Background: an optimization exercise with open tools, aiming at small area, a short achievable clock period and few clock cycles per item. Do not read the settings as production practice. The RTL was checked by simulation tests, not by an equivalence proof against the original design. No activity file was given, so power comes from the tool's default toggle rates.

$ cat design.v
`default_nettype none
package rx_phy_pkg;
  localparam logic [7:0] sym_stp = 8'hFB;
  localparam logic [7:0] sym_sdp = 8'h5C;
  localparam logic [7:0] sym_end = 8'hFD;
  localparam logic [7:0] sym_edb = 8'hFE;
endpackage
`default_nettype wire
`timescale 1ns/1ns
`default_nettype none
module rx_symbol_decode (
  input  logic [31:0] data_i,
  input  logic [3:0]  data_k_i,
  output logic [35:0] word_o
);
  always_comb begin
    for (int i = 0; i < 4; i++) begin
      logic [7:0] v;
      logic       s, t, g, f;
      v = data_i[8*i +: 8];
      t = (v == rx_phy_pkg::sym_stp);
      s = t || (v == rx_phy_pkg::sym_sdp);
      g = (v == rx_phy_pkg::sym_end);
      f = s || g || (v == rx_phy_pkg::sym_edb);
      word_o[9*i +: 9] = data_k_i[i] ? {1'b1, v[7:4], t, g, f, s} : {1'b0, v};
    end
  end
endmodule
`default_nettype wire
`timescale 1ns/1ns
`default_nettype none
module rx_data_handler (
  input  logic                  clk_i,
  input  logic                  rst_i,
  input  logic                  phy_link_up_i,
  input  logic                  phy_fifo_empty_i,
  output logic                  phy_fifo_rd_en_o,
  input  logic                  data_valid_i,
  input  logic [31:0]           data_i,
  input  logic [3:0]            data_k_i,
  output logic [31:0]           m_axis_tdata_o,
  output logic [3:0]            m_axis_tkeep_o,
  output logic                  m_axis_tvalid_o,
  output logic                  m_axis_tlast_o,
  output logic [1:0]            m_axis_tuser_o,
  input  logic                  m_axis_tready_i
);
  logic [35:0] word_in;
  rx_symbol_decode i_decode (
    .data_i   (data_i),
    .data_k_i (data_k_i),
    .word_o   (word_in)
  );
  logic [2:0][35:0] b_q;
  logic [2:0]  wp_q, rp_q;
  logic [35:0] w0_q;
  logic [1:0]  wc_q;
  logic        w0v_q;
  logic        rd_ok_q;
  logic        rd_q;
  logic [3:0]  m_q;
  logic        drop_q;
  logic        open_q;
  logic        tlp_q;
  logic [4:0]  hc_q;
  logic [3:0][7:0] acc_q;
  logic [31:0] od_q;
  logic [3:1]  ok_q;
  logic        ol_q;
  logic [1:0]  ou_q;
  logic        ov_q;
  logic            open_n, tlp_n;
  logic [4:0]      hc_n;
  logic [3:0][3:0] tgt;
  logic [3:0]      w_e, w_n;
  logic            emit;
  logic            cut;
  logic [3:0]      rem_m;
  logic [3:1]      e_keep;
  logic            e_last, e_nul, e_tlp;
  logic            quirk;
  logic [3:0]      d, f, s, g, t;
  logic [4:0]      ob, tb;
  logic [4:0][4:0] hb;
  logic [3:0]      ea, eb, em, pay, segn, prior, clash, cutb, go, first;
  logic [4:0]      stopb;
  logic [3:0][3:0] ln;
  logic [3:0]      we_all;
  always_comb begin
    for (int i = 0; i < 4; i++) begin
      d[i] = m_q[i] && !w0_q[9*i+8];
      f[i] = m_q[i] &&  w0_q[9*i+8] && w0_q[9*i+1];
      s[i] = m_q[i] &&  w0_q[9*i+8] && w0_q[9*i];
      g[i] = w0_q[9*i+2];
      t[i] = w0_q[9*i+3];
    end
    ob[0] = open_q;
    hb[0] = hc_q;
    tb[0] = tlp_q;
    for (int i = 0; i < 4; i++) begin
      pay[i]   = d[i] && ob[i];
      ea[i]    = pay[i] && hb[i][4];
      eb[i]    = f[i] && ob[i] && !hb[i][0];
      ln[i]    = ea[i] ? 4'b0001 : hb[i][3:0];
      ob[i+1]  = f[i] ? s[i] : ob[i];
      tb[i+1]  = s[i] ? t[i] : tb[i];
      hb[i+1]  = f[i] ? 5'b00001 : pay[i] ? {ln[i], 1'b0} : hb[i];
    end
    em = ea | eb;
    prior[0] = 1'b0;
    for (int i = 1; i < 4; i++) prior[i] = prior[i-1] || em[i-1];
    segn  = prior | ea;
    first = em & ~prior;
    we_all = '0;
    for (int i = 0; i < 4; i++) begin
      if (pay[i] && !segn[i]) we_all = we_all | ln[i];
    end
    for (int i = 0; i < 4; i++) begin
      clash[i] = pay[i] && segn[i] && ((ln[i] & we_all) != 4'b0000);
      cutb[i]  = (em[i] && prior[i] && !drop_q) || clash[i];
    end
    stopb[0] = 1'b0;
    for (int i = 0; i < 4; i++) stopb[i+1] = stopb[i] || cutb[i];
    go    = ~stopb[4:1];
    cut   = stopb[4];
    rem_m = m_q & stopb[4:1];
    open_n = ob[4];
    hc_n   = hb[4];
    tlp_n  = tb[4];
    for (int i = 3; i >= 0; i--) begin
      if (cutb[i] && !stopb[i]) begin
        open_n = ob[i];
        hc_n   = hb[i];
        tlp_n  = tb[i];
      end
    end
    emit   = em != 4'b0000;
    e_keep = 3'b111;
    e_last = 1'b0;
    e_nul  = 1'b0;
    e_tlp  = tlp_q;
    for (int i = 0; i < 4; i++) begin
      if (first[i]) begin
        e_tlp = tb[i];
        if (eb[i]) begin
          e_keep = {hb[i][4], hb[i][4] | hb[i][3], hb[i][4] | hb[i][3] | hb[i][2]};
          e_last = 1'b1;
          e_nul  = !g[i];
        end
      end
    end
    tgt = '0;
    w_e = '0;
    w_n = '0;
    for (int i = 0; i < 4; i++) begin
      if (pay[i] && (!segn[i] || go[i])) tgt[i] = ln[i];
      if (pay[i] && !segn[i])            w_e = w_e | ln[i];
      if (pay[i] && segn[i] && go[i])    w_n = w_n | ln[i];
    end
  end
  assign quirk = (m_q == 4'b1111) && open_q && hc_q[4] &&
                 !w0_q[8] && w0_q[17] && w0_q[9] && !w0_q[26] && w0_q[35] && w0_q[28];
  logic [3:0][7:0] sel, e_b;
  always_comb begin
    for (int j = 0; j < 4; j++) begin
      sel[j] = '0;
      for (int i = 0; i < 4; i++) begin
        sel[j] = sel[j] | ({8{tgt[i][j]}} & w0_q[9*i +: 8]);
      end
      e_b[j] = w_e[j] ? sel[j] : acc_q[j];
    end
  end
  logic fire, cons;
  always_comb begin
    w0_q = '0;
    for (int k = 0; k < 3; k++) w0_q = w0_q | ({36{rp_q[k]}} & b_q[k]);
  end
  logic [2:0] wc_n;
  assign fire   = w0v_q && (!ov_q || m_axis_tready_i);
  assign cons   = fire && !cut;
  logic [2:0] wc_in, wc_in_rd;
  assign wc_in    = {1'b0, wc_q} + {2'b00, data_valid_i};
  assign wc_in_rd = wc_in + {2'b00, phy_fifo_rd_en_o};
  assign wc_n     = cons ? wc_in - 3'd1 : wc_in;
  assign phy_fifo_rd_en_o = !rst_i && phy_link_up_i && !phy_fifo_empty_i && rd_ok_q;
  always_ff @(posedge clk_i) begin
    if (rst_i) begin
      wc_q    <= 2'd0;
      w0v_q   <= 1'b0;
      wp_q    <= 3'b001;
      rp_q    <= 3'b001;
      rd_q    <= 1'b0;
      rd_ok_q <= 1'b0;
      open_q  <= 1'b0;
      ov_q    <= 1'b0;
    end else begin
      rd_q    <= phy_fifo_rd_en_o;
      wc_q    <= wc_n[1:0];
      w0v_q   <= cons ? (wc_in > 3'd1) : (wc_in != 3'd0);
      if (data_valid_i) wp_q <= {wp_q[1:0], wp_q[2]};
      if (cons)         rp_q <= {rp_q[1:0], rp_q[2]};
      rd_ok_q <= cons ? (wc_in_rd <= 3'd3) : (wc_in_rd <= 3'd2);
      if (fire) begin
        open_q <= open_n;
      end
      ov_q <= (fire && emit) || (ov_q && !m_axis_tready_i);
    end
  end
  always_ff @(posedge clk_i) begin
    for (int k = 0; k < 3; k++) begin
      if (data_valid_i && wp_q[k]) b_q[k] <= word_in;
    end
    if (fire) begin
      tlp_q <= tlp_n;
      hc_q  <= hc_n;
    end
    if (!w0v_q) begin
      m_q    <= 4'b1111;
      drop_q <= 1'b0;
    end else if (fire) begin
      m_q    <= cut ? rem_m : 4'b1111;
      drop_q <= cut && quirk;
    end
    for (int j = 0; j < 4; j++) begin
      if (fire && (w_e[j] || w_n[j])) acc_q[j] <= sel[j];
    end
    if (fire && emit) begin
      od_q <= e_b;
      ok_q <= e_keep;
      ol_q <= e_last;
      ou_q <= {e_nul && e_last, e_tlp};
    end
  end
  assign m_axis_tvalid_o = ov_q;
  assign m_axis_tdata_o  = od_q;
  assign m_axis_tkeep_o  = {ok_q, 1'b1};
  assign m_axis_tlast_o  = ol_q;
  assign m_axis_tuser_o  = ou_q;
endmodule
`default_nettype wire
$ cat run.sh
#!/bin/bash
# synth_recipe.tcl (not shown) runs the flow's synth.tcl, then flattens the netlist and writes it again
# the make line also repeats each setting of config.mk as NAME=value (left out here)
make -C /OpenROAD-flow-scripts/flow DESIGN_CONFIG=/design/flow/config.mk WORK_HOME=/design/flow/orfs CLKGATE_MAP_FILE= SYNTH_SCRIPT=/design/flow/synth_recipe.tcl finish
$ cat config.mk
export PLATFORM = sky130hd
export DESIGN_NAME = rx_data_handler
export DESIGN_NICKNAME = rx_data_handler
export VERILOG_FILES = /design/flow/design.v
export SDC_FILE = /design/flow/constraint.sdc
export NUM_CORES = 4
export LEC_CHECK = 0
export ABC_AREA = 1
export CAP_MARGIN = 20
export CORE_MARGIN = 2
export CORE_UTILIZATION = 30
export CTS_BUF_LIST = sky130_fd_sc_hd__clkbuf_8
export GPL_TIMING_DRIVEN = 0
export PLACE_DENSITY = 0.5
export SETUP_SLACK_MARGIN = 4.3
export SLEW_MARGIN = 20
$ cat constraint.sdc
create_clock -name core_clock -period 8.0 [get_ports {clk_i}]
set_input_delay 1.6000 -clock core_clock [delete_from_list [all_inputs] [get_ports {clk_i}]]
set_output_delay 1.6000 -clock core_clock [all_outputs]
set_load 0.01 [all_outputs]
==> results of run 1 <==
[what timing repair did]
item / 4_1_cts / 5_1_grt
endpoints found under the setup margin: 136 / 129
hold endpoints to repair: 0 / 0
gates resized for setup: 142 / 82
pin swaps: 52 / 59
setup buffers: 59 / 25
[sequential cells by signal (all words and copies together), names as in the netlist, 2 cells and up, named ones only]
| name | flops |
|---|---|
| wp_q | 3 |
| ou_q | 2 |
| od_q | 32 |
| m_q | 3 |
| ok_q | 3 |
| hc_q | 5 |
| rp_q | 3 |
| wc_q | 2 |
| b_q | 108 |
| acc_q | 32 |
[per-layer routing]
metal	GRT usage, %	up-vias
met4	6.380	0
met1	24.48	4250
li1	-	4349
met3	2.873	79
met5	0	-
met2	27.77	356
[cell families (layout without fill, tap and decap cells)]
family                     after synthesis  in the layout
and+or+nand+nor                        664            664
DFF                                    201            201
buffers and inverters                  153            384
AOI/OAI and AO/OA                      120            120
adders and majority gates                7              7
other                                    1              1
muxes                                    1              1
[per-stage QoR]
| stage | setup slack, ps | hold slack [ps] |
|---|---|---|
| after floorplan | 4412 | 427.4 |
| after global placement | 3147 | 447.0 |
| after detailed placement | 3210 | 445.4 |
| after CTS | 4291 | 467.5 |
| after global routing | 4120 | 480.6 |
| final | 4320 | 461.9 |
[report_power, final]
group / switching (mW) / internal (mW)
registers: 0.0750 / 1.52
logic: 2.44 / 1.37
clock network: 0.426 / 0.473
total: 2.95 / 3.37
[worst max-delay path, delay by kind of cell, from the launching register on]
kind	cells	cell delay (ps)
flip-flops	1	330
buffers and inverters	2	280
AO/OA/AOI/OAI	2	410
AND/OR/NAND/NOR	19	2280
[final cells by class]
cell class	count	area, um2	share of cell area [%]
Clock inverter	24	132.6	0.9566
Inverter	126	489.2	3.529
Buffer	27	222.7	1.606
Clock buffer	38	523.0	3.772
Sequential cell	201	5871	42.34
Timing Repair Buffer	169	1584	11.43
Tap cell	448	560.5	4.043
Multi-Input combinational cell	793	4482	32.33
[worst min-delay path by stage]
stage                     startpoint  endpoint  cells past startpoint
after detailed placement       w0v_q    drop_q                      2
after floorplan                w0v_q    drop_q                      2
after global placement         w0v_q    drop_q                      2
after global routing         wp_q[1]   wp_q[1]                      2
after CTS                    wp_q[1]   wp_q[1]                      2
final                        wp_q[2]   wp_q[2]                      2
[placed cells by master, fill, tap and decap left out, types with 5 or more instances in the layout]
cell,netlist,layout
nor2_4,9,20
o21ai_1,4,5
a31oi_1,12,10
nor2_1,78,66
buf_12,0,8
nor3_1,18,15
nand2_1,384,324
clkinv_2,0,5
o22ai_1,19,18
ha_1,6,6
edfxtp_1,184,184
a22oi_1,7,7
nand3_4,2,11
clkinv_1,8,14
buf_6,0,20
nand3_1,93,70
nand4_1,49,49
inv_2,6,15
inv_1,112,109
nand3_2,6,20
nand2_4,2,11
clkbuf_8,0,38
dfxtp_1,17,13
clkdlybuf4s50_1,0,77
nand2_2,9,59
o21ai_0,36,34
a21oi_4,1,9
clkbuf_1,10,7
a21oi_1,25,18
buf_4,9,74
==> impl_metrics.json, run 1 <==
{
  "top_layer": "met4",
  "clock.fmax_mhz": 271.7,
  "wl_met1_mm": 14.41,
  "arrival_ps": 3870,
  "vdd_drop_max_mv": 0.2019,
  "crit_required_ps": 8190,
  "muxShareOfSynthArea_pct": 0.09705,
  "drtIter0Drc": 874,
  "endpoint": "acc_q[0]",
  "synthTopCellsByArea": "edfxtp_1, nand2_1, nand3_1, inv_1, dfxtp_1",
  "hold_path_class": "flip-flop to flip-flop",
  "ant_nets": 0,
  "dp.cells": 1680,
  "setup_tns_ps": 0,
  "ys_seq_area_share_pct": 56.87,
  "vias_per_cell": 4.947,
  "die_h_um": 189.4,
  "synthesis.nets": 1196,
  "clkLatencyLatePin_ps": 540,
  "die_area_um2": 35880,
  "cts_sinks": 201,
  "slew_headroom_pct": 41.10,
  "critPathKind": "flip-flop to flip-flop",
  "tightest_slew_ps": 877.7,
  "r2r_slack_ps": 4320,
  "met3WireLength_mm": 2.249,
  "cts.reportedPaths.clkPinSlew_ps": 60,
  "root_buffer": "clkbuf_8",
  "worstReg2RegEnd": "acc_q[0]",
  "min_period_ps": 3680,
  "synth-xor-area-share_pct": 0,
  "yosys.area.top_type_share_pct": 53.57,
  "ys_ff_latch": 201,
  "yosysTopAreaCell": "edfxtp_1",
  "post_layout_nonfiller_instances": 1826,
  "netlist_area_um2": 10310,
  "final_area_um2": 13860,
  "cts_buffers": 37,
  "hpwlAfterDp_mm": 22.65,
  "worstSetupStartpointType": "flip-flop",
  "place_area_um2": 11770,
  "htree_levels": 2,
  "vias": 9034,
  "antenna_found_initial": 0,
  "synth_compound_area_share_pct": 6.988,
  "dr.pass1.iters": 5,
  "clockBufferDepth": 3,
  "drv_slew": 0,
  "hold_viol": 0,
  "finalNetCount": 1404,
  "static-leakage-power_nw": 5.687,
  "totalWireLength_mm": 32.05,
  "ys_top_cells_by_count": "nand2_1, edfxtp_1, inv_1",
  "path_cells": "buf_6, nand2_2, nand2_2, nor2_4, nand4_1, nand3_4, nor2_4, nor2_4, nand3_4, nand2_4, nor3_4, nor3_2, nand2_2, nand2_2, nand2_4, o21bai_4, nand2_4, nor2_8, buf_6, nand2_4, nand3_4, nor2_4, a21oi_4",
  "grt_usage_pct": 17.63,
  "grt_max_degree": 37,
  "crit_path_max_incr_delay_ps": 330,
  "finalPower_mw": 6.312,
  "drive_above_1_share_pct": 24.02,
  "tritoncts": "done",
  "synth-edff-count": 184,
  "diodes": 0,
  "yosysWarningCount": 2,
  "start_util_pct": 30.60,
  "postSynthCellCount": 1147,
  "drc_errors": 0,
  "power_density_nw_per_um2": 455.3,
  "grt_pass1_vias": 8608,
  "final_core_util_pct": 41.14,
  "synthSimpleGateAreaFrac_pct": 29.10,
  "status": "complete, no violations",
  "ys_async_sr_fraction_pct": 0,
  "syn_area_per_cell_um2": 8.992,
  "grt-ovfl-total": 0,
  "place.gp.congestion": 0.9521,
  "critPathMaxFanout": 8,
  "fin_skew_ps": 22.92,
  "max_cap_violations": 0,
  "synth_cell_type_count": 46,
  "synth_top_family_by_area": "simple AND/OR/NAND/NOR gates",
  "setup_viol": 0,
  "ioPinCount": 83,
  "grt_pass1_wl_mm": 49.09,
  "worstReg2RegStart": "rp_q[0]",
  "rsz0062_at_grt": "true",
  "slowest_stage": "dfxtp_2",
  "die_w_um": 189.4,
  "synthFlopType": "edfxtp_1",
  "synthAdderAreaFrac_pct": 0.9220,
  "startpoint": "rp_q[0]",
  "yosysMostFrequentCell": "nand2_1",
  "endpoint_kind": "flip-flop",
  "timing.final.crit_share_pct": 46.00,
  "dr_wl_met2_mm": 14.32,
  "hold_buffers": 0,
  "core_um2": 33700,
  "num-fill-cells": 3327,
  "area.growth.synth_to_final_pct": 34.43,
  "wire_per_inst_um": 17.55,
  "port_buffers": 81,
  "r2r_cells": 23,
  "rows": 67
}
Testbench counts, summed over its fixed seeds: cycles 34,759, items 32,299.
==> inputs of run 2 (changes only) <==
--- a/config.mk
+++ b/config.mk
@@ -10,7 +10,6 @@
 export CORE_MARGIN = 2
 export CORE_UTILIZATION = 30
 export CTS_BUF_LIST = sky130_fd_sc_hd__clkbuf_8
-export GPL_TIMING_DRIVEN = 0
 export PLACE_DENSITY = 0.5
 export SETUP_SLACK_MARGIN = 4.3
 export SLEW_MARGIN = 20
==> run 2 against run 1 <==
- core utilization decreased by 1.3 points
- critical path type is now input pin to primary output
- power decreased by 3.1%
- critical endpoint is now phy_fifo_rd_en_o
- via count decreased by 1.2%
- flip-flop and latch count unchanged
- worst setup slack improved by 34 ps
- first-iteration DRC count decreased by 17%
- critical path depth decreased by 20
- combinational power decreased by 6.0%
- sequential power about the same
- non-clock buffer count decreased by 36
- clock-buffer cell count decreased by 1
==> impl_metrics.json, run 2 <==
{
  "grt_usage_pct": 17.94,
  "worstSetupStartpointType": "input pin",
  "r2r_slack_ps": 4430,
  "vias_per_cell": 4.982,
  "slew_headroom_pct": 41.73,
  "hold_path_depth": 2,
  "start_util_pct": 30.60,
  "clock.fmax_mhz": 274.2,
  "synthFlopType": "edfxtp_1",
  "synthesis.nets": 1196,
  "synth_compound_area_share_pct": 6.988,
  "yosys.area.top_type_share_pct": 53.57,
  "wire_per_inst_um": 17.98,
  "critPathKind": "input pin to primary output",
  "cts.reportedPaths.clkPinSlew_ps": 50,
  "endpoint_kind": "primary output",
  "final_area_um2": 13430,
  "critPathMaxFanout": 6,
  "antenna_found_initial": 0,
  "arrival_ps": 2050,
  "tritoncts": "done",
  "muxShareOfSynthArea_pct": 0.09705,
  "dp.cells": 1656,
  "diodes": 0,
  "ys_ff_latch": 201,
  "top_register": "b_q",
  "ioPinCount": 83,
  "status": "complete, no violations",
  "tightest_slew_ps": 868.2,
  "drc_errors": 0,
  "largestRegisters": "b_q: 108 flops, acc_q: 32 flops, od_q: 32 flops",
  "vdd_drop_max_mv": 0.1971,
  "ys_top_cells_by_count": "nand2_1, edfxtp_1, inv_1",
  "synth_cell_type_count": 46,
  "num-fill-cells": 3442,
  "place_area_um2": 11600,
  "final_common_cell": "nand2_1",
  "hold_path_class": "flip-flop to flip-flop",
  "setup_viol": 0,
  "postSynthCellCount": 1147,
  "die_area_um2": 35880,
  "worstReg2RegEnd": "acc_q[6]",
  "grt-ovfl-total": 0,
  "synth-edff-count": 184,
  "dr.pass1.iters": 5,
  "port_buffers": 81,
  "timing.final.crit_share_pct": 45.58,
  "synthTopCellsByArea": "edfxtp_1, nand2_1, nand3_1, inv_1, dfxtp_1",
  "place.gp.congestion": 0.9711,
  "max_cap_violations": 0,
  "worstReg2RegStart": "rp_q[1]",
  "hold_viol": 0,
  "grt_max_degree": 39,
  "drv_slew": 0,
  "fin_skew_ps": 21.84,
  "area.growth.synth_to_final_pct": 30.17,
  "clockBufferDepth": 3,
  "pre_cts_ws_ps": 2034,
  "clkLatencyLatePin_ps": 540,
  "ys_seq_area_share_pct": 56.87,
  "grt_pass1_vias": 8316,
  "grt_pass1_wl_mm": 49.00,
  "totalWireLength_mm": 32.21,
  "startpoint": "rst_i",
  "min_period_ps": 3646,
  "cts_sinks": 201,
  "endpoint": "phy_fifo_rd_en_o",
  "crit_required_ps": 6400,
  "setup_tns_ps": 0,
  "die_h_um": 189.4,
  "netlist_area_um2": 10310,
  "post_layout_nonfiller_instances": 1792,
  "ys_async_sr_fraction_pct": 0,
  "synthSimpleGateAreaFrac_pct": 29.10,
  "largest_register_ffs": 108,
  "final.setup.worst_slack_ps": 4354,
  "min_from": "wp_q[2]",
  "final_cell_mix": "nand2_1, edfxtp_1, inv_1",
  "cts_buffers": 36,
  "drtIter0Drc": 727,
  "hpwlAfterDp_mm": 22.67,
  "die_w_um": 189.4,
  "htree_levels": 2,
  "core_um2": 33700,
  "synth_top_family_by_area": "simple AND/OR/NAND/NOR gates",
  "power_density_nw_per_um2": 455.5,
  "synthAdderAreaFrac_pct": 0.9220,
  "root_buffer": "clkbuf_8",
  "yosysWarningCount": 2,
  "rows": 67,
  "finalNetCount": 1369,
  "vias": 8928,
  "syn_area_per_cell_um2": 8.992,
  "yosysMostFrequentCell": "nand2_1",
  "ant_nets": 0,
  "yosysTopAreaCell": "edfxtp_1",
  "static-leakage-power_nw": 5.427,
  "r2r_cells": 22,
  "rsz0062_at_grt": "true",
  "synth-xor-area-share_pct": 0,
  "drive_above_1_share_pct": 19.87
}
run 2: cell type report:
| cell class | instances | area [um2] | area share [%] |
|---|---|---|---|
| clock inverter | 25 | 167.7 | 1.249 |
| timing repair buffer | 160 | 1501 | 11.18 |
| multi-input combinational | 795 | 4318 | 32.16 |
| sequential | 201 | 5878 | 43.78 |
| inverter | 126 | 490.5 | 3.653 |
| clock buffer | 37 | 509.2 | 3.793 |
| tap | 448 | 560.5 | 4.175 |
run 2: kinds of logic after synthesis:
family	Yosys count
flops	201
buf+inv	153
fa+ha+maj	7
compound gates	120
mux	1
other cells	1
simple gates	664
run 2: per-layer routing:
layer | up-vias | part of all wire, % | track usage [%] | wire length (um)
li1 | 4280 | - | - | -
met1 | 4183 | 43 | 23.55 | 13980
met2 | 375 | 45 | 28.67 | 14480
met3 | 90 | 6.8 | 3.336 | 2201
met4 | 0 | 4.8 | 8.438 | 1550
met5 | - | 0 | 0 | 0
run 2: worst min-delay path by stage:
stage,endpoint
after floorplan,drop_q
after detailed placement,wp_q[2]
after CTS,wp_q[2]
after global placement,wp_q[0]
after global routing,wp_q[2]
final,wp_q[2]
run 2: worst max-delay path, stage by stage:
cell and delay (ps):
buf_6 110, nor3_4 180, buf_2 150
run 2: timing repair:
item / 4_1_cts / 5_1_grt
setup endpoints to repair: 161 / 134
pin swaps: 25 / 45
gates resized for setup: 87 / 73
buffers inserted: 47 / 24
hold buffers: 0 / 0
gates cloned: 3 / 0
run 2: stage by stage:
| step | utilization, % | hold WS (ps) | power [mW] |
|---|---|---|---|
| floorplan | - | 427.4 | 3.435 |
| global placement | 34.41 | 443.0 | 4.431 |
| detailed placement | 34.41 | 456.4 | 4.402 |
| CTS | 38.48 | 464.3 | 5.805 |
| global route | 39.84 | 477.3 | 6.510 |
| finish | 39.84 | 459.5 | 6.115 |
run 2: power by group:
part | internal [mW] | total, mW | leakage [nW] | switching [mW]
sequential | 1.53 | 1.61 | 1.85 | 0.0853
clock | 0.497 | 0.917 | 0.370 | 0.420
combinational | 1.21 | 3.58 | 3.21 | 2.37
==> inputs of run 3 (changes only) <==
--- a/config.mk
+++ b/config.mk
@@ -8,8 +8,9 @@
 export ABC_AREA = 1
 export CAP_MARGIN = 20
 export CORE_MARGIN = 2
-export CORE_UTILIZATION = 30
+export CORE_UTILIZATION = 50
 export CTS_BUF_LIST = sky130_fd_sc_hd__clkbuf_8
-export PLACE_DENSITY = 0.5
+export GPL_TIMING_DRIVEN = 0
+export PLACE_DENSITY = 0.7
 export SETUP_SLACK_MARGIN = 4.3
 export SLEW_MARGIN = 20
==> run 3 against run 2 <==
- still clean on timing, DRC and antenna
- synthesized cell count unchanged
- flip-flop and latch count unchanged
- sequential share of layout area grew 0.48 points
- first-iteration DRC count increased by 24%
- cell area fell by 1.2%
- combinational power hardly changed
- global-route usage is 8.4 points higher
- clock skew rose by 1.2 ps
- die area decreased by 39%
- power fell by 1.2%
- hold slack gained 4.1 ps
- largest cell class unchanged
==> impl_metrics.json, run 3 <==
{
  "synthFlopType": "edfxtp_1",
  "r2r_slack_ps": 4310,
  "endpoint": "acc_q[28]",
  "port_buffers": 81,
  "synth_compound_area_share_pct": 6.988,
  "worstReg2RegStart": "rp_q[0]",
  "slowest_stage": "dfxtp_2",
  "path_cells": "buf_6, nand2_2, nand3_4, nand4_1, buf_4, nand3_4, buf_4, a21oi_4, nand3_1, nand2_2, nor2_4, nand4_1, nand2_2, nand2_2, nand2_4, o21bai_4, nand2_4, nor2_8, nand2_4, nor2_4, nand2_1, a21oi_4, buf_4",
  "synthesis.nets": 1196,
  "vias": 9052,
  "root_buffer": "clkbuf_8",
  "min_period_ps": 3687,
  "grt_max_degree": 39,
  "r2r_cells": 23,
  "totalWireLength_mm": 29.22,
  "cts.reportedPaths.clkPinSlew_ps": 70,
  "rows": 52,
  "timing.final.crit_share_pct": 46.09,
  "clkPwrFrac_pct": 14.7,
  "arrival_ps": 3910,
  "static-leakage-power_nw": 5.456,
  "grt-ovfl-total": 0,
  "synth_cell_type_count": 46,
  "critPathMaxFanout": 6,
  "cts_sinks": 201,
  "synth_top_family_by_area": "simple AND/OR/NAND/NOR gates",
  "postSynthCellCount": 1147,
  "max_cap_violations": 0,
  "hold_viol": 0,
  "yosysTopAreaCell": "edfxtp_1",
  "ys_seq_area_share_pct": 56.87,
  "drtIter0Drc": 900,
  "synthSimpleGateAreaFrac_pct": 29.10,
  "core_um2": 20230,
  "die_w_um": 147.6,
  "cp_top_family": "simple AND/OR/NAND/NOR gates",
  "ys_async_sr_fraction_pct": 0,
  "worstReg2RegEnd": "acc_q[28]",
  "final_cell_mix": "nand2_1, edfxtp_1, inv_1",
  "largest_register_ffs": 108,
  "wire_per_inst_um": 17.95,
  "fin_skew_ps": 23.01,
  "finalNetCount": 1386,
  "crit_buf_inv": 4,
  "worstSetupStartpointType": "flip-flop",
  "dp.cells": 1501,
  "netlist_area_um2": 10310,
  "p_seq_share_pct": 26.5,
  "vdd_drop_max_mv": 0.1936,
  "ys_top_cells_by_count": "nand2_1, edfxtp_1, inv_1",
  "clock.fmax_mhz": 271.2,
  "drc_errors": 0,
  "yosys.area.top_type_share_pct": 53.57,
  "syn_area_per_cell_um2": 8.992,
  "setup_tns_ps": 0,
  "grt_pass1_wl_mm": 44.22,
  "rsz0062_at_grt": "true",
  "ioPinCount": 83,
  "tightest_slew_ps": 787.9,
  "status": "complete, no violations",
  "hold_path_depth": 2,
  "p_sw_share_pct": 46.06,
  "cpMostUsedCell": "nand2_2",
  "muxShareOfSynthArea_pct": 0.09705,
  "start_util_pct": 50.97,
  "power_switching_mw": 2.784,
  "synthTopCellsByArea": "edfxtp_1, nand2_1, nand3_1, inv_1, dfxtp_1",
  "ys_ff_latch": 201,
  "cp.depth": 23,
  "drv_slew": 0,
  "die_area_um2": 21790,
  "hold_path_class": "flip-flop to flip-flop",
  "place.gp.congestion": 0.9821,
  "p_comb_share_pct": 58.8,
  "num-fill-cells": 1705,
  "tritoncts": "done",
  "synth-edff-count": 184,
  "clockBufferDepth": 3,
  "grt_usage_pct": 26.31,
  "slew_headroom_pct": 47.12,
  "endpoint_kind": "flip-flop",
  "die_h_um": 147.6,
  "grt_pass1_vias": 8385,
  "vias_per_cell": 5.560,
  "ant_nets": 0,
  "clkLatencyLatePin_ps": 520,
  "drive_above_1_share_pct": 20.32,
  "cts_buffers": 34,
  "dr.pass1.iters": 6,
  "crit_path_max_incr_delay_ps": 350,
  "power_density_nw_per_um2": 455.7,
  "post_layout_nonfiller_instances": 1628,
  "startpoint": "rp_q[0]",
  "htree_levels": 2,
  "yosysMostFrequentCell": "nand2_1",
  "final_common_cell": "nand2_1",
  "setup_viol": 0,
  "area.growth.synth_to_final_pct": 28.59,
  "synth-xor-area-share_pct": 0,
  "largestRegisters": "b_q: 108 flops, acc_q: 32 flops, od_q: 32 flops",
  "top_register": "b_q",
  "pre_cts_ws_ps": 3368,
  "final.setup.worst_slack_ps": 4313,
  "critPathKind": "flip-flop to flip-flop",
  "crit_required_ps": 8230,
  "yosysWarningCount": 2,
  "diodes": 0,
  "hold_buffers": 0,
  "p_int_mw": 3.260,
  "synthAdderAreaFrac_pct": 0.9220,
  "antenna_found_initial": 0,
  "hpwlAfterDp_mm": 20.58
}
[run 3: cell counts after synthesis]
No cell type changed its count.
[run 3: routing by layer]
layer / routed length [um] / vias up / share of wire (%) / track usage, %
li1: - / 4308 / - / -
met1: 11910 / 4179 / 41 / 34.90
met2: 13680 / 453 / 47 / 42.65
met3: 2401 / 112 / 8.2 / 5.031
met4: 1217 / 0 / 4.2 / 11.11
met5: 0 / - / 0 / 0
[run 3: worst min-delay path by stage]
stage	start	endpoint	slack, ps
6_report	wp_q[2]	wp_q[2]	460
3_3_place_gp	w0v_q	drop_q	440
2_1_floorplan	w0v_q	drop_q	430
4_1_cts	wp_q[2]	wp_q[2]	470
5_1_grt	wp_q[2]	wp_q[2]	490
3_5_place_dp	w0v_q	drop_q	450
[run 3: cell families after synthesis]
family,Yosys count
AOI/OAI and AO/OA,120
buffers and inverters,153
DFF,201
adders and majority gates,7
and+or+nand+nor,664
other,1
muxes,1
[run 3: repair_timing]
action / 4_1_cts / 5_1_grt
buffers inserted: 29 / 38
endpoints found under the setup margin: 137 / 137
pin swaps: 26 / 44
gates resized for setup: 77 / 92
cloned: 1 / 2
[run 3: worst min-delay path, delay by kind of cell (launching register included)]
family          cells  cell delay (ps)
simple gates        1               60
compound gates      1               50
flops               1              310
[run 3: power groups by stage]
stage / Clock (mW) / Sequential (mW) / Combinational [mW]
after floorplan: 0 / 1.65 / 1.79
after global placement: 0 / 1.62 / 2.71
after detailed placement: 0 / 1.62 / 2.73
after CTS: 0.907 / 1.60 / 3.02
after global routing: 0.953 / 1.62 / 3.85
final: 0.887 / 1.60 / 3.55
[run 3: final cells by class]
type,count,area (um2),area share [%]
flip-flops and latches,201,5871,44.26
multi-input cells,793,4295,32.39
repair buffers,154,1396,10.53
inverters,126,498.0,3.755
clock buffers,34,467.9,3.528
well taps,270,337.8,2.547
plain buffers,27,217.7,1.642
clock inverters,23,178.9,1.349
[run 3: metrics by stage]
| step | hold WS (ps) | power [mW] | area (um2) | utilization [%] |
|---|---|---|---|---|
| floorplan | 427.4 | 3.435 | 10310 | - |
| global placement | 442.8 | 4.323 | 11460 | 56.65 |
| detailed placement | 445.2 | 4.347 | 11520 | 56.94 |
| CTS | 465.3 | 5.533 | 12650 | 62.52 |
| global route | 487.7 | 6.427 | 13260 | 65.55 |
| finish | 463.6 | 6.044 | 13260 | 65.55 |
==> inputs of run 4 (changes only) <==
--- a/design.v
+++ b/design.v
@@ -171,11 +171,11 @@
     end
   end
   logic fire, cons;
+  logic [2:0] wc_n;
   always_comb begin
     w0_q = '0;
     for (int k = 0; k < 3; k++) w0_q = w0_q | ({36{rp_q[k]}} & b_q[k]);
   end
-  logic [2:0] wc_n;
   assign fire   = w0v_q && (!ov_q || m_axis_tready_i);
   assign cons   = fire && !cut;
   logic [2:0] wc_in, wc_in_rd;
--- a/config.mk
+++ b/config.mk
@@ -8,9 +8,10 @@
 export ABC_AREA = 1
 export CAP_MARGIN = 20
 export CORE_MARGIN = 2
-export CORE_UTILIZATION = 50
+export CORE_UTILIZATION = 40
 export CTS_BUF_LIST = sky130_fd_sc_hd__clkbuf_8
 export GPL_TIMING_DRIVEN = 0
-export PLACE_DENSITY = 0.7
-export SETUP_SLACK_MARGIN = 4.3
+export PLACE_DENSITY = 0.6
+export SETUP_SLACK_MARGIN = 4.5
 export SLEW_MARGIN = 20
+export TNS_END_PERCENT = 30
==> run 4 against run 3 <==
- sequential share of layout area down 1.5 points
- cell area up 3.6%
- non-clock buffer count up 15
- critical endpoint is now phy_fifo_rd_en_o
- largest cell class unchanged
- highest routed layer unchanged
- cell count up 4.8%
- flip-flop and latch count unchanged
- core utilization down 11 points
- die area up 24%
==> impl_metrics.json, run 4 <==
{
  "dr.pass1.iters": 6,
  "ys_async_sr_fraction_pct": 0,
  "tritoncts": "done",
  "max_cap_violations": 0,
  "yosysMostFrequentCell": "nand2_1",
  "ys_seq_area_share_pct": 56.87,
  "setup_tns_ps": 0,
  "tightest_slew_ps": 798.0,
  "grt-ovfl-total": 0,
  "root_buffer": "clkbuf_8",
  "hold_viol": 0,
  "die_w_um": 164.6,
  "drv_slew": 0,
  "port_buffers": 81,
  "r2r_slack_ps": 4330,
  "place.gp.congestion": 0.9637,
  "power_density_nw_per_um2": 456.8,
  "endpoint": "phy_fifo_rd_en_o",
  "endpoint_kind": "primary output",
  "crit_path_max_incr_delay_ps": 220,
  "hold_path_class": "flip-flop to flip-flop",
  "grt_pass1_wl_mm": 47.35,
  "ys_top_cells_by_count": "nand2_1, edfxtp_1, inv_1",
  "postSynthCellCount": 1147,
  "startpoint": "phy_link_up_i",
  "path_cells": "buf_6, nand2_2, nor3_2, buf_2",
  "yosys.area.top_type_share_pct": 53.57,
  "clockBufferDepth": 3,
  "hpwlAfterDp_mm": 21.54,
  "htree_levels": 2,
  "netlist_area_um2": 10310,
  "cts_sinks": 201,
  "cts.reportedPaths.clkPinSlew_ps": 60,
  "final_common_cell": "nand2_1",
  "synth-edff-count": 184,
  "final_cell_mix": "nand2_1, edfxtp_1, inv_1",
  "ioPinCount": 83,
  "wire_per_inst_um": 17.94,
  "largest_register_ffs": 108,
  "synthesis.nets": 1196,
  "fin_skew_ps": 21.51,
  "clkLatencyLatePin_ps": 530,
  "grt_pass1_vias": 8667,
  "top_register": "b_q",
  "synthTopCellsByArea": "edfxtp_1, nand2_1, nand3_1, inv_1, dfxtp_1",
  "antenna_found_initial": 0,
  "status": "complete, no violations",
  "worstReg2RegStart": "rp_q[0]",
  "worstReg2RegEnd": "acc_q[9]",
  "synth_cell_type_count": 46,
  "min_period_ps": 3698,
  "synthFlopType": "edfxtp_1",
  "largestRegisters": "b_q: 108 flops, acc_q: 32 flops, od_q: 32 flops",
  "vias_per_cell": 5.379,
  "rows": 58,
  "num-fill-cells": 2304,
  "vias": 9177,
  "core_um2": 25250,
  "setup_viol": 0,
  "ant_nets": 0,
  "ys_ff_latch": 201,
  "area.growth.synth_to_final_pct": 33.19,
  "die_area_um2": 27080,
  "diodes": 0,
  "syn_area_per_cell_um2": 8.992,
  "crit_required_ps": 6400,
  "drive_above_1_share_pct": 23.84,
  "finalPower_mw": 6.274,
  "static-leakage-power_nw": 5.642,
  "r2r_cells": 23,
  "start_util_pct": 40.84,
  "drc_errors": 0,
  "slew_headroom_pct": 46.44,
  "cts_buffers": 36,
  "grt_max_degree": 39,
  "totalWireLength_mm": 30.61,
  "slowest_stage": "nor3_2",
  "grt_usage_pct": 22.64,
  "drtIter0Drc": 869,
  "rsz0062_at_grt": "true",
  "critPathKind": "input pin to primary output",
  "worstSetupStartpointType": "input pin",
  "die_h_um": 164.6,
  "timing.final.crit_share_pct": 46.23,
  "vdd_drop_max_mv": 0.1841,
  "yosysTopAreaCell": "edfxtp_1",
  "arrival_ps": 2100,
  "critPathMaxFanout": 2,
  "finalNetCount": 1403,
  "yosysWarningCount": 2,
  "clock.fmax_mhz": 270.4
}
[run 4: cell types whose count changed in the layout (fill, tap and decap cells not counted), sizes merged]
| cell | previous run | this run |
|---|---|---|
| clkinvlp | 5 | 4 |
| bufinv | 3 | 1 |
| inv | 127 | 124 |
| clkbuf | 47 | 49 |
| clkinv | 14 | 20 |
| buf | 91 | 107 |
[run 4: per-layer routing]
layer	wire length (um)	GRT usage [%]
met5	0	0
met2	14330	37.50
met4	1133	7.391
met3	2500	4.068
met1	12640	30.20
[run 4: repair_timing]
action,CTS,global route
pin swaps,58,63
setup endpoints to repair,143,137
gates cloned,0,1
setup buffers,63,21
resized for setup,145,76
hold buffers,0,0
[run 4: area by class of cell]
type | count | area, um2 | area share [%]
inverter | 126 | 495.5 | 3.607
clock inverter | 23 | 143.9 | 1.047
multi-input combinational | 793 | 4443 | 32.34
tap | 330 | 412.9 | 3.006
clock buffer | 37 | 509.2 | 3.707
buffer | 27 | 229.0 | 1.667
sequential | 201 | 5871 | 42.74
timing repair buffer | 169 | 1633 | 11.89
[run 4: kinds of logic after synthesis]
kind of cell | synth area share [%]
mux | 0.09706
other cells | 0.03636
simple gates | 29.10
flops | 56.87
fa+ha+maj | 0.9220
buf+inv | 5.981
compound gates | 6.988
[run 4: how the worst min path moves through the flow]
stage               start  cells after the start  slack, ps  endpoint
global placement    w0v_q                      2        440    drop_q
global route        w0v_q                      2        460    drop_q
finish              w0v_q                      2        460    drop_q
floorplan           w0v_q                      2        430    drop_q
detailed placement  w0v_q                      2        440    drop_q
CTS                 w0v_q                      2        460    drop_q
[run 4: power breakdown]
| group | internal, mW | leakage (nW) | total, mW | switching [mW] |
|---|---|---|---|---|
| logic | 1.37 | 3.44 | 3.78 | 2.41 |
| registers | 1.53 | 1.85 | 1.61 | 0.0799 |
| clock network | 0.465 | 0.358 | 0.885 | 0.420 |
| total | 3.37 | 5.64 | 6.27 | 2.91 |
[run 4: through the flow]
stage	hold WS [ps]	instance area, um2	utilization (%)	instances	setup WS (ps)
after floorplan	427.4	10320	-	1147	4438
after global placement	436.0	11540	45.71	1558	3149
after detailed placement	438.6	11610	45.98	1561	3261
after CTS	455.6	13280	52.57	1684	4338
after global routing	463.6	13740	54.39	1706	4162
final	458.2	13740	54.39	1706	4302
[run 4: critical path: cells and delay by family]
kind | cells | cell delay, ps
buffers and inverters | 2 | 240
AND/OR/NAND/NOR | 2 | 270
Testbench counts of run 4, summed over its fixed seeds: cycles 34,759, items 32,299.
==> inputs of run 5 (changes only) <==
--- a/design.v
+++ b/design.v
@@ -171,11 +171,11 @@
     end
   end
   logic fire, cons;
-  logic [2:0] wc_n;
   always_comb begin
     w0_q = '0;
     for (int k = 0; k < 3; k++) w0_q = w0_q | ({36{rp_q[k]}} & b_q[k]);
   end
+  logic [2:0] wc_n;
   assign fire   = w0v_q && (!ov_q || m_axis_tready_i);
   assign cons   = fire && !cut;
   logic [2:0] wc_in, wc_in_rd;
--- a/config.mk
+++ b/config.mk
@@ -10,8 +10,6 @@
 export CORE_MARGIN = 2
 export CORE_UTILIZATION = 40
 export CTS_BUF_LIST = sky130_fd_sc_hd__clkbuf_8
-export GPL_TIMING_DRIVEN = 0
 export PLACE_DENSITY = 0.6
-export SETUP_SLACK_MARGIN = 4.5
+export SETUP_SLACK_MARGIN = 4.35
 export SLEW_MARGIN = 20
-export TNS_END_PERCENT = 30
==> run 5 against run 4 <==
- first-iteration DRC count up 21%
- via count down 0.45%
- still clean
- global-route usage up 0.65 points
- cell area down 3.5%
- worst setup slack better by 60 ps
- synthesized cell count unchanged
- wire length up 4.4%
==> impl_metrics.json, run 5 <==
{
  "arrival_ps": 2040,
  "synth_cell_type_count": 46,
  "clkPwrFrac_pct": 14.4,
  "slew_headroom_pct": 39.90,
  "synthTopCellsByArea": "edfxtp_1, nand2_1, nand3_1, inv_1, dfxtp_1",
  "pre_cts_ws_ps": 2027,
  "largest_register_ffs": 108,
  "power_switching_mw": 2.886,
  "worstSetupStartpointType": "input pin",
  "rows": 58,
  "cts_buffers": 36,
  "largestRegisters": "b_q: 108 flops, acc_q: 32 flops, od_q: 32 flops",
  "clock.fmax_mhz": 274.9,
  "critPathMaxFanout": 4,
  "finalNetCount": 1366,
  "timing.hold.ws_ps": 459.3,
  "hpwlAfterDp_mm": 21.85,
  "multi_input_area_um2": 4330,
  "core_um2": 25250,
  "yosys.area.top_type_share_pct": 53.57,
  "final_cell_mix": "nand2_1, edfxtp_1, inv_1",
  "ant_nets": 0,
  "tightest_slew_ps": 898.2,
  "synth-edff-count": 184,
  "grt_max_degree": 39,
  "endpoint_kind": "primary output",
  "root_buffer": "clkbuf_8",
  "grt_pass1_vias": 8330,
  "drive_above_1_share_pct": 18.99,
  "grt_pass1_wl_mm": 47.40,
  "die_h_um": 164.6,
  "tritoncts": "done",
  "synthesis.nets": 1196,
  "yosysWarningCount": 2,
  "vias": 9136,
  "die_area_um2": 27080,
  "static-leakage-power_nw": 5.416,
  "cts.reportedPaths.clkPinSlew_ps": 50,
  "ys_ff_latch": 201,
  "postSynthCellCount": 1147,
  "worstReg2RegStart": "b_q[44]",
  "start_util_pct": 40.84,
  "clockBufferDepth": 3,
  "num-fill-cells": 2367,
  "timing.final.crit_share_pct": 45.47,
  "grt_util_met2_pct": 37.58,
  "max_cap_violations": 0,
  "p_sw_share_pct": 47.66,
  "drv_slew": 0,
  "vdd_drop_max_mv": 0.1624,
  "grt_usage_pct": 23.29,
  "p_comb_share_pct": 58.9,
  "vias_per_cell": 5.461,
  "fin_skew_ps": 15.68,
  "synthFlopType": "edfxtp_1",
  "port_buffers": 81,
  "p_int_mw": 3.169,
  "yosysTopAreaCell": "edfxtp_1",
  "totalWireLength_mm": 31.96,
  "status": "complete, no violations",
  "dr.pass1.iters": 6,
  "hold_buffers": 0,
  "drtIter0Drc": 1052,
  "grt-busiest-layer": "met2",
  "ys_async_sr_fraction_pct": 0,
  "power_density_nw_per_um2": 456.6,
  "setup_viol": 0,
  "grt-ovfl-total": 0,
  "netlist_area_um2": 10310,
  "hold_path_class": "flip-flop to flip-flop",
  "crit_required_ps": 6400,
  "p_seq_share_pct": 26.7,
  "htree_levels": 2,
  "place.gp.congestion": 0.9934,
  "final.setup.worst_slack_ps": 4362,
  "clkLatencyLatePin_ps": 540,
  "antenna_found_initial": 0,
  "critPathKind": "input pin to primary output",
  "ys_top_cells_by_count": "nand2_1, edfxtp_1, inv_1",
  "cts_sinks": 201,
  "ioPinCount": 83,
  "wire_per_inst_um": 19.11,
  "grt_util_met1_pct": 30.02,
  "min_from": "wp_q[2]",
  "final_common_cell": "nand2_1",
  "syn_area_per_cell_um2": 8.992,
  "min_period_ps": 3638,
  "rsz0062_at_grt": "true",
  "yosysMostFrequentCell": "nand2_1",
  "drc_errors": 0,
  "top_register": "b_q",
  "setup_tns_ps": 0,
  "gr-usage-met3_pct": 4.872,
  "area.growth.synth_to_final_pct": 28.57,
  "startpoint": "rst_i",
  "diodes": 0,
  "ys_seq_area_share_pct": 56.87,
  "die_w_um": 164.6,
  "seqCellArea_um2": 5878,
  "hold_viol": 0
}
[run 5: changes by cell type in the layout (fill, tap and decap cells not counted), sizes merged, moves of 2 or more]
cell | previous run | this run
clkbuf | 49 | 36
bufbuf | 0 | 2
buf | 107 | 76
inv | 124 | 130
nor2 | 91 | 94
[run 5: layer usage]
metal | part of all wire (%) | up-vias
met5 | 0 | -
met4 | 4.6 | 0
met3 | 8.3 | 116
met2 | 46 | 495
met1 | 41 | 4243
li1 | - | 4282
[run 5: worst paths after layout]
kind                                          to  slack [ps]  depth (start not counted)
worst min register to register           wp_q[2]         460                          2
worst max register to register          acc_q[7]        4390                         22
worst min-delay path                     wp_q[2]         460                          2
worst max-delay path            phy_fifo_rd_en_o        4360                          3
[run 5: metrics by stage]
stage | instances | area, um2 | total power [mW] | utilization [%]
2_1_floorplan | 1147 | 10310 | 3.435 | -
3_3_place_gp | 1538 | 11450 | 4.374 | 45.32
3_5_place_dp | 1538 | 11450 | 4.371 | 45.32
4_1_cts | 1651 | 12860 | 5.736 | 50.94
5_1_grt | 1673 | 13260 | 6.398 | 52.51
6_report | 1673 | 13260 | 6.055 | 52.51
[run 5: cell families after synthesis]
group,synth area share (%)
AOI/OAI and AO/OA,6.988
buffers and inverters,5.981
and+or+nand+nor,29.10
other,0.03636
adders and majority gates,0.9220
DFF,56.87
muxes,0.09706
[run 5: power by group through the flow]
stage | Clock (mW) | Sequential [mW] | Combinational [mW]
2_1_floorplan | 0 | 1.65 | 1.79
3_3_place_gp | 0 | 1.63 | 2.74
3_5_place_dp | 0 | 1.63 | 2.74
4_1_cts | 0.892 | 1.62 | 3.23
5_1_grt | 0.938 | 1.63 | 3.83
6_report | 0.871 | 1.61 | 3.57
[run 5: cell type report]
cell class,count,share of cell area (%)
Clock buffer,36,3.737
Clock inverter,28,1.151
Inverter,126,3.680
Multi-Input combinational cell,797,32.66
Sequential cell,201,44.33
Tap cell,330,3.114
Timing Repair Buffer,155,11.33
[run 5: worst max-delay path, stage by stage]
cell and delay [ps]:
buf_12 110, nor3_4 180, buf_2 150
[run 5: what timing repair did]
action / 4_1_cts / 5_1_grt
gates cloned: 5 / 1
setup endpoints to repair: 161 / 127
resized for setup: 102 / 63
buffers inserted: 44 / 21
pin swaps: 24 / 46
Testbench counts of run 5, summed over its fixed seeds: cycles 34,759, items 32,299.
==> inputs of run 6 (changes only) <==
--- a/config.mk
+++ b/config.mk
@@ -11,5 +11,5 @@
 export CORE_UTILIZATION = 40
 export CTS_BUF_LIST = sky130_fd_sc_hd__clkbuf_8
 export PLACE_DENSITY = 0.6
-export SETUP_SLACK_MARGIN = 4.35
+export SETUP_SLACK_MARGIN = 4.25
 export SLEW_MARGIN = 20
==> run 6 against run 5 <==
- largest cell class unchanged
- wire length decreased by 1.2%
- clock power barely moved
- fmax down 1.8%
- sequential share of layout area rose by 0.45 points
- power is 1.8% lower
- largest power group unchanged
- hold slack improved by 2.6 ps
- via count increased by 0.14%
- sequential power is essentially flat
==> impl_metrics.json, run 6 <==
{
  "ys_seq_area_share_pct": 56.87,
  "synth-edff-count": 184,
  "antenna_found_initial": 0,
  "drv_slew": 0,
  "fin_skew_ps": 14.70,
  "startpoint": "rst_i",
  "hold_path_class": "flip-flop to flip-flop",
  "rsz0062_at_grt": "false",
  "critPathMaxFanout": 6,
  "ys_top_cells_by_count": "nand2_1, edfxtp_1, inv_1",
  "multi_input_area_um2": 4285,
  "slew_headroom_pct": 43.66,
  "endpoint_kind": "primary output",
  "grt_usage_pct": 23.08,
  "tritoncts": "done",
  "area.growth.synth_to_final_pct": 27.27,
  "clkLatencyLatePin_ps": 540,
  "yosysTopAreaCell": "edfxtp_1",
  "cts.reportedPaths.clkPinSlew_ps": 50,
  "critPathKind": "input pin to primary output",
  "ioPinCount": 83,
  "clockBufferDepth": 3,
  "crit_required_ps": 6400,
  "die_h_um": 164.6,
  "vias": 9149,
  "htree_levels": 2,
  "top_register": "b_q",
  "status": "complete, no violations",
  "syn_area_per_cell_um2": 8.992,
  "netlist_area_um2": 10310,
  "yosys.area.top_type_share_pct": 53.57,
  "start_util_pct": 40.84,
  "grt-ovfl-total": 0,
  "totalWireLength_mm": 31.59,
  "synthesis.nets": 1196,
  "min_period_ps": 3703,
  "synthFlopType": "edfxtp_1",
  "hpwlAfterDp_mm": 21.85,
  "vias_per_cell": 5.488,
  "yosysWarningCount": 2,
  "diodes": 0,
  "num-fill-cells": 2361,
  "r2r_slack_ps": 4330,
  "timing.final.crit_share_pct": 46.29,
  "rows": 58,
  "final_cell_mix": "nand2_1, edfxtp_1, inv_1",
  "finalNetCount": 1360,
  "hold_viol": 0,
  "grt_max_degree": 39,
  "synthTopCellsByArea": "edfxtp_1, nand2_1, nand3_1, inv_1, dfxtp_1",
  "dr.pass1.iters": 10,
  "drtIter0Drc": 896,
  "cts_sinks": 201,
  "worstReg2RegEnd": "od_q[7]",
  "power_density_nw_per_um2": 453.1,
  "port_buffers": 81,
  "largest_register_ffs": 108,
  "vdd_drop_max_mv": 0.1593,
  "worstSetupStartpointType": "input pin",
  "seqCellArea_um2": 5878,
  "max_cap_violations": 0,
  "static-leakage-power_nw": 5.362,
  "grt_pass1_wl_mm": 46.96,
  "final_area_um2": 13130,
  "drive_above_1_share_pct": 17.65,
  "grt_pass1_vias": 8189,
  "ys_async_sr_fraction_pct": 0,
  "worstReg2RegStart": "b_q[44]",
  "setup_tns_ps": 0,
  "ys_ff_latch": 201,
  "ant_nets": 0,
  "clock.fmax_mhz": 270.1,
  "root_buffer": "clkbuf_8",
  "die_w_um": 164.6,
  "largestRegisters": "b_q: 108 flops, acc_q: 32 flops, od_q: 32 flops",
  "yosysMostFrequentCell": "nand2_1",
  "r2r_cells": 23,
  "place.gp.congestion": 0.9934,
  "postSynthCellCount": 1147,
  "cts_buffers": 36,
  "wire_per_inst_um": 18.95,
  "place_area_um2": 11450,
  "final_common_cell": "nand2_1",
  "arrival_ps": 2100,
  "die_area_um2": 27080,
  "drc_errors": 0,
  "endpoint": "phy_fifo_rd_en_o",
  "synth_cell_type_count": 46,
  "core_um2": 25250,
  "setup_viol": 0,
  "tightest_slew_ps": 839.4
}
==> run 6: worst min path at each step <==
stage,start,slack (ps),depth (start not counted),endpoint
2_1_floorplan,w0v_q,430,2,drop_q
6_report,wp_q[2],460,2,wp_q[2]
5_1_grt,wp_q[2],510,2,wp_q[2]
3_3_place_gp,wp_q[0],450,2,wp_q[0]
3_5_place_dp,wp_q[0],450,2,wp_q[0]
4_1_cts,wp_q[2],460,2,wp_q[2]
==> run 6: routing by layer <==
metal  global-route usage (%)  wire, um  up-vias  share of wire [%]
met5                        0         0        -                  0
met1                    30.23     12930     4230                 41
li1                         -         -     4275                  -
met3                    4.771      2723      129                8.6
met2                    36.80     14360      515                 45
met4                    10.87      1578        0                5.0
==> run 6: timing repair <==
item / 4_1_cts / 5_1_grt
cloned: 5 / 1
buffers inserted: 25 / 34
pin swaps: 18 / 39
endpoints found under the setup margin: 160 / 126
resized for setup: 81 / 59
hold buffers: 0 / 0
==> run 6: layout make-up <==
class                   instances  area share [%]
clock inverters                28           1.163
well taps                     330           3.146
inverters                     126           3.727
repair buffers                149           10.76
multi-input cells             797           32.65
flip-flops and latches        201           44.78
clock buffers                  36           3.775
==> run 6: power breakdown <==
group	internal, mW	total, mW	switching (mW)
registers	1.53	1.61	0.0832
logic	1.12	3.46	2.34
clock network	0.454	0.874	0.420
==> run 6: kinds of logic after synthesis <==
kind of cell,after synthesis,share of synthesized area [%]
adders and majority gates,7,0.9220
and+or+nand+nor,664,29.10
buffers and inverters,153,5.981
AOI/OAI and AO/OA,120,6.988
other,1,0.03636
DFF,201,56.87
muxes,1,0.09706
==> run 6: worst max-delay path, cell delays in order <==
cell and delay, ps:
buf_2 150, nor3_4 190, buf_2 150
==> run 6: through the flow <==
step / setup WS [ps] / hold WS, ps / cells / power (mW) / util, %
final: 4297 / 461.9 / 1667 / 5.947 / 51.98
after detailed placement: 2027 / 448.6 / 1538 / 4.371 / 45.32
after global routing: 4192 / 507.9 / 1667 / 6.294 / 51.98
after floorplan: 4412 / 427.4 / 1147 / 3.435 / -
after CTS: 4254 / 461.8 / 1632 / 5.618 / 50.03
after global placement: 2275 / 449.0 / 1538 / 4.374 / 45.32
==> inputs of run 7 (changes only) <==
--- a/config.mk
+++ b/config.mk
@@ -6,10 +6,10 @@
 export NUM_CORES = 4
 export LEC_CHECK = 0
 export ABC_AREA = 1
-export CAP_MARGIN = 20
+export CAP_MARGIN = 0
 export CORE_MARGIN = 2
 export CORE_UTILIZATION = 40
 export CTS_BUF_LIST = sky130_fd_sc_hd__clkbuf_8
 export PLACE_DENSITY = 0.6
-export SETUP_SLACK_MARGIN = 4.25
-export SLEW_MARGIN = 20
+export SETUP_SLACK_MARGIN = 4.3
+export SLEW_MARGIN = 0
==> run 7 against run 6 <==
- first-iteration DRC count grew 11%
- die area unchanged
- register-to-register slack better by 60 ps
- hold slack hardly changed
- largest power group unchanged
==> impl_metrics.json, run 7 <==
{
  "status": "complete, no violations",
  "worstReg2RegEnd": "acc_q[0]",
  "critPathMaxFanout": 2,
  "min_from": "wp_q[2]",
  "htree_levels": 2,
  "yosysMostFrequentCell": "nand2_1",
  "area.growth.synth_to_final_pct": 28.57,
  "postSynthCellCount": 1147,
  "drive_above_1_share_pct": 19.03,
  "setup_tns_ps": 0,
  "dr.pass1.iters": 5,
  "place.gp.congestion": 0.9934,
  "synthesis.nets": 1196,
  "yosysWarningCount": 2,
  "die_area_um2": 27080,
  "r2r_cells": 24,
  "finalNetCount": 1368,
  "power_density_nw_per_um2": 457.5,
  "pre_cts_ws_ps": 2027,
  "slowest_stage": "nor3_4",
  "drtIter0Drc": 996,
  "r2r_slack_ps": 4390,
  "grt_pass1_wl_mm": 47.20,
  "setup_viol": 0,
  "path_cells": "buf_2, nand2_2, nor3_4, buf_2",
  "drv_slew": 0,
  "cp_top_family": "buffers and inverters",
  "syn_area_per_cell_um2": 8.992,
  "root_buffer": "clkbuf_8",
  "fin_skew_ps": 14.15,
  "largestRegisters": "b_q: 108 flops, acc_q: 32 flops, od_q: 32 flops",
  "timing.hold.ws_ps": 461.9,
  "vdd_drop_max_mv": 0.1651,
  "min_period_ps": 3660,
  "ys_top_cells_by_count": "nand2_1, edfxtp_1, inv_1",
  "die_h_um": 164.6,
  "finalPower_mw": 6.066,
  "ant_nets": 0,
  "crit_buf_inv": 2,
  "core_um2": 25250,
  "hold_path_depth": 2,
  "cts_sinks": 201,
  "ys_ff_latch": 201,
  "diodes": 0,
  "tritoncts": "done",
  "cts.reportedPaths.clkPinSlew_ps": 50,
  "hold_viol": 0,
  "arrival_ps": 2060,
  "top_register": "b_q",
  "largest_register_ffs": 108,
  "final_cell_mix": "nand2_1, edfxtp_1, inv_1",
  "port_buffers": 81,
  "crit_path_max_incr_delay_ps": 170,
  "grt-ovfl-total": 0,
  "ys_seq_area_share_pct": 56.87,
  "ioPinCount": 83,
  "antenna_found_initial": 0,
  "clkLatencyLatePin_ps": 530,
  "rows": 58,
  "vias": 9159,
  "hold_buffers": 0,
  "wire_per_inst_um": 18.97,
  "yosysTopAreaCell": "edfxtp_1",
  "vias_per_cell": 5.468,
  "netlist_area_um2": 10310,
  "hold_end": "wp_q[2]",
  "timing.final.crit_share_pct": 45.75,
  "clock.fmax_mhz": 273.2,
  "grt_usage_pct": 23.21,
  "synth_cell_type_count": 46,
  "synthFlopType": "edfxtp_1",
  "yosys.area.top_type_share_pct": 53.57,
  "start_util_pct": 40.84,
  "hpwlAfterDp_mm": 21.85,
  "drc_errors": 0,
  "synthTopCellsByArea": "edfxtp_1, nand2_1, nand3_1, inv_1, dfxtp_1",
  "cpMostUsedCell": "buf_2",
  "totalWireLength_mm": 31.77,
  "grt_max_degree": 39,
  "rsz0062_at_grt": "false",
  "slew_headroom_pct": 43.07,
  "final.setup.worst_slack_ps": 4340,
  "static-leakage-power_nw": 5.422,
  "endpoint_kind": "primary output",
  "tightest_slew_ps": 848.2,
  "worstSetupStartpointType": "input pin",
  "synth-edff-count": 184,
  "clockBufferDepth": 3,
  "max_cap_violations": 0,
  "crit_required_ps": 6400,
  "worstReg2RegStart": "b_q[80]",
  "die_w_um": 164.6,
  "cts_buffers": 36,
  "final_common_cell": "nand2_1",
  "hold_path_class": "flip-flop to flip-flop",
  "grt_pass1_vias": 8265,
  "critPathKind": "input pin to primary output",
  "ys_async_sr_fraction_pct": 0
}
## run 7: cell counts after synthesis
No cell type changed its count.
## run 7: through the flow
step | instance area [um2] | cells | util (%)
finish | 13260 | 1675 | 52.51
global route | 13260 | 1675 | 52.51
CTS | 12750 | 1641 | 50.47
detailed placement | 11450 | 1538 | 45.32
global placement | 11450 | 1538 | 45.32
floorplan | 10310 | 1147 | -
## run 7: layout make-up
type | count | area [um2]
Fill cell | 2355 | 11990
Timing Repair Buffer | 158 | 1526
Tap cell | 330 | 412.9
Inverter | 126 | 488.0
Sequential cell | 201 | 5878
Clock inverter | 28 | 152.6
Clock buffer | 36 | 495.5
Multi-Input combinational cell | 796 | 4307
## run 7: worst reg2reg max path: stages, from the launching register on
cell	delay [ps]
edfxtp_1	400
nand2_2	130
nand3_4	120
nor2_4	220
buf_6	130
o21ai_0	70
nand3_1	150
buf_6	120
o21ai_2	70
nand2_2	140
buf_12	130
nand2_2	40
nand2_2	70
a21oi_4	50
nand4_1	120
nand2_2	100
nand2_2	90
nand2_4	60
o21bai_4	190
nand2_4	100
nor2_8	140
nand2_4	80
nor2_4	180
nor2_1	110
a21oi_4	280
## run 7: worst max path at each step
stage	slack [ps]	end	from	cells after the start
2_1_floorplan	4410	acc_q[10]	b_q[44]	21
3_3_place_gp	2280	acc_q[12]	rp_q[1]	22
3_5_place_dp	2030	acc_q[0]	rp_q[1]	22
4_1_cts	4300	acc_q[27]	b_q[44]	20
5_1_grt	4220	acc_q[12]	b_q[80]	24
6_report	4340	phy_fifo_rd_en_o	phy_link_up_i	4
## run 7: repair_timing
action	4_1_cts	5_1_grt
gates cloned	5	0
endpoints found under the hold margin	0	0
setup buffers	34	34
setup endpoints to repair	160	127
resized for setup	92	66
pin swaps	22	52
## run 7: kinds of logic after synthesis
group	synth area share [%]
DFF	56.87
other	0.03636
AOI/OAI and AO/OA	6.988
buffers and inverters	5.981
and+or+nand+nor	29.10
adders and majority gates	0.9220
muxes	0.09706
## run 7: report_power, final
part	internal, mW	leakage, nW	switching [mW]	total (mW)
Clock	0.454	0.361	0.418	0.872
Sequential	1.53	1.85	0.0856	1.61
Combinational	1.21	3.21	2.37	3.58
Total	3.19	5.42	2.87	6.07
## run 7: per-layer routing
metal / share of wire (%) / up-vias / wire length, um / GRT usage [%]
met1: 41 / 4278 / 13000 / 30.12
met2: 46 / 468 / 14490 / 37.14
met3: 8.2 / 125 / 2593 / 4.797
met5: 0 / - / 0 / 0
met4: 5.3 / 0 / 1690 / 11.30
li1: - / 4288 / - / -
==> inputs of run 8 (changes only) <==
--- a/config.mk
+++ b/config.mk
@@ -6,10 +6,10 @@
 export NUM_CORES = 4
 export LEC_CHECK = 0
 export ABC_AREA = 1
-export CAP_MARGIN = 0
+export CAP_MARGIN = 20
 export CORE_MARGIN = 2
 export CORE_UTILIZATION = 40
-export CTS_BUF_LIST = sky130_fd_sc_hd__clkbuf_8
+export CTS_BUF_LIST = sky130_fd_sc_hd__clkbuf_4
 export PLACE_DENSITY = 0.6
 export SETUP_SLACK_MARGIN = 4.3
-export SLEW_MARGIN = 0
+export SLEW_MARGIN = 20
==> run 8 against run 7 <==
- via count increased by 2.4%
- largest power group unchanged
- largest cell class unchanged
- cell area rose by 1.5%
- critical path type unchanged
- hold slack improved by 1.4 ps
- highest routed layer unchanged
==> impl_metrics.json, run 8 <==
{
  "power_density_nw_per_um2": 458.1,
  "max_cap_violations": 0,
  "wire_per_inst_um": 18.77,
  "fin_skew_ps": 25.83,
  "grt-ovfl-total": 0,
  "synth_compound_area_share_pct": 6.988,
  "postSynthCellCount": 1147,
  "endpoint_kind": "primary output",
  "yosys.area.top_type_share_pct": 53.57,
  "slew_headroom_pct": 41.02,
  "ioPinCount": 83,
  "tightest_slew_ps": 878.8,
  "critPathMaxFanout": 2,
  "vias": 9383,
  "synth-xor-area-share_pct": 0,
  "finalNetCount": 1392,
  "drtIter0Drc": 1013,
  "die_h_um": 164.6,
  "min_period_ps": 3654,
  "synthSimpleGateAreaFrac_pct": 29.10,
  "synthTopCellsByArea": "edfxtp_1, nand2_1, nand3_1, inv_1, dfxtp_1",
  "drc_errors": 0,
  "grt-busiest-layer": "met2",
  "status": "complete, no violations",
  "grt_pass1_vias": 8415,
  "rows": 58,
  "ys_seq_area_share_pct": 56.87,
  "grt_pass1_wl_mm": 47.18,
  "die_area_um2": 27080,
  "crit_required_ps": 6400,
  "root_buffer": "clkbuf_4",
  "cts.reportedPaths.clkPinSlew_ps": 60,
  "finalPower_mw": 6.165,
  "hold_path_class": "flip-flop to flip-flop",
  "synth_top_family_by_area": "simple AND/OR/NAND/NOR gates",
  "synth-edff-count": 184,
  "hpwlAfterDp_mm": 21.85,
  "r2r_slack_ps": 4400,
  "vdd_drop_max_mv": 0.1764,
  "final_cell_mix": "nand2_1, edfxtp_1, inv_1",
  "power_switching_mw": 2.925,
  "pre_cts_ws_ps": 2027,
  "grt_util_met2_pct": 36.93,
  "muxShareOfSynthArea_pct": 0.09705,
  "largest_register_ffs": 108,
  "ys_top_cells_by_count": "nand2_1, edfxtp_1, inv_1",
  "yosysMostFrequentCell": "nand2_1",
  "rsz0062_at_grt": "true",
  "dr.pass1.iters": 8,
  "port_buffers": 81,
  "synthAdderAreaFrac_pct": 0.9220,
  "crit_path_max_incr_delay_ps": 160,
  "cts_sinks": 201,
  "antenna_found_initial": 1,
  "synthFlopType": "edfxtp_1",
  "yosysWarningCount": 2,
  "ys_async_sr_fraction_pct": 0,
  "drive_above_1_share_pct": 22.70,
  "ys_ff_latch": 201,
  "vias_per_cell": 5.487,
  "worstSetupStartpointType": "input pin",
  "p_int_mw": 3.240,
  "grt_util_met1_pct": 29.76,
  "place_area_um2": 11450,
  "critPathKind": "input pin to primary output",
  "cpMostUsedCell": "buf_2",
  "totalWireLength_mm": 32.10,
  "grt_usage_pct": 23.16,
  "syn_area_per_cell_um2": 8.992,
  "yosysTopAreaCell": "edfxtp_1",
  "static-leakage-power_nw": 5.529,
  "largestRegisters": "b_q: 108 flops, acc_q: 32 flops, od_q: 32 flops",
  "setup_viol": 0,
  "final_common_cell": "nand2_1",
  "clkLatencyLatePin_ps": 670,
  "netlist_area_um2": 10310,
  "ant_nets": 0,
  "arrival_ps": 2050,
  "setup_tns_ps": 0,
  "synthesis.nets": 1196,
  "hold_buffers": 0,
  "p_sw_share_pct": 47.45,
  "place.gp.congestion": 0.9934,
  "slowest_stage": "nor3_4",
  "final_area_um2": 13460,
  "clockBufferDepth": 3,
  "p_comb_share_pct": 59.8,
  "hold_viol": 0,
  "clkPwrFrac_pct": 14.0,
  "synth_cell_type_count": 46,
  "cts_buffers": 53,
  "timing.hold.ws_ps": 463.3,
  "final.setup.worst_slack_ps": 4346,
  "drv_slew": 0,
  "start_util_pct": 40.84,
  "gr-usage-met3_pct": 5.098,
  "top_register": "b_q",
  "die_w_um": 164.6,
  "grt_max_degree": 39,
  "tritoncts": "done",
  "htree_levels": 2,
  "timing.final.crit_share_pct": 45.67,
  "p_seq_share_pct": 26.2,
  "path_cells": "buf_2, nand2_2, nor3_4, buf_2",
  "core_um2": 25250,
  "clock.fmax_mhz": 273.7,
  "area.growth.synth_to_final_pct": 30.49
}
[run 8: repair_timing]
| item | 4_1_cts | 5_1_grt |
|---|---|---|
| setup buffers | 47 | 27 |
| resized for setup | 101 | 87 |
| setup endpoints to repair | 160 | 135 |
| gates cloned | 4 | 2 |
| endpoints found under the hold margin | 0 | 0 |
| pin swaps | 33 | 49 |
[run 8: metal layers]
layer	vias up	wire length [um]
met3	132	2672
li1	4374	-
met1	4366	12910
met4	0	1601
met5	-	0
met2	511	14920
[run 8: area by class of cell]
cell class              instances  area [um2]
clock inverters                16       91.34
clock buffers                  75       563.0
multi-input cells             796        4424
flip-flops and latches        201        5878
diodes                          1       2.502
fillers                      2330       11800
repair buffers                165        1593
well taps                     330       412.9
inverters                     126       493.0
[run 8: worst paths after layout]
check,from,to,depth (start not counted)
min,wp_q[2],wp_q[2],2
min reg2reg,wp_q[2],wp_q[2],2
max,phy_link_up_i,phy_fifo_rd_en_o,4
max reg2reg,rp_q[1],acc_q[12],24
[run 8: cell families after synthesis]
kind of cell               after synthesis
and+or+nand+nor                        664
adders and majority gates                7
muxes                                    1
AOI/OAI and AO/OA                      120
other                                    1
buffers and inverters                  153
DFF                                    201
[run 8: stage by stage]
step           util (%)  cells
3_3_place_gp      45.32   1538
4_1_cts           50.91   1680
3_5_place_dp      45.32   1538
6_report          53.29   1710
2_1_floorplan         -   1147
5_1_grt           53.29   1710
[run 8: critical path: cells and delay by family]
family                 cells  cell delay, ps
buffers and inverters      2             230
and+or+nand+nor            2             210
[run 8: power by group through the flow]
stage / combinational [mW] / sequential (mW) / clock, mW
floorplan: 1.79 / 1.65 / 0
detailed placement: 2.74 / 1.63 / 0
global route: 3.95 / 1.63 / 0.943
CTS: 3.22 / 1.62 / 0.889
finish: 3.69 / 1.62 / 0.860
global placement: 2.74 / 1.63 / 0
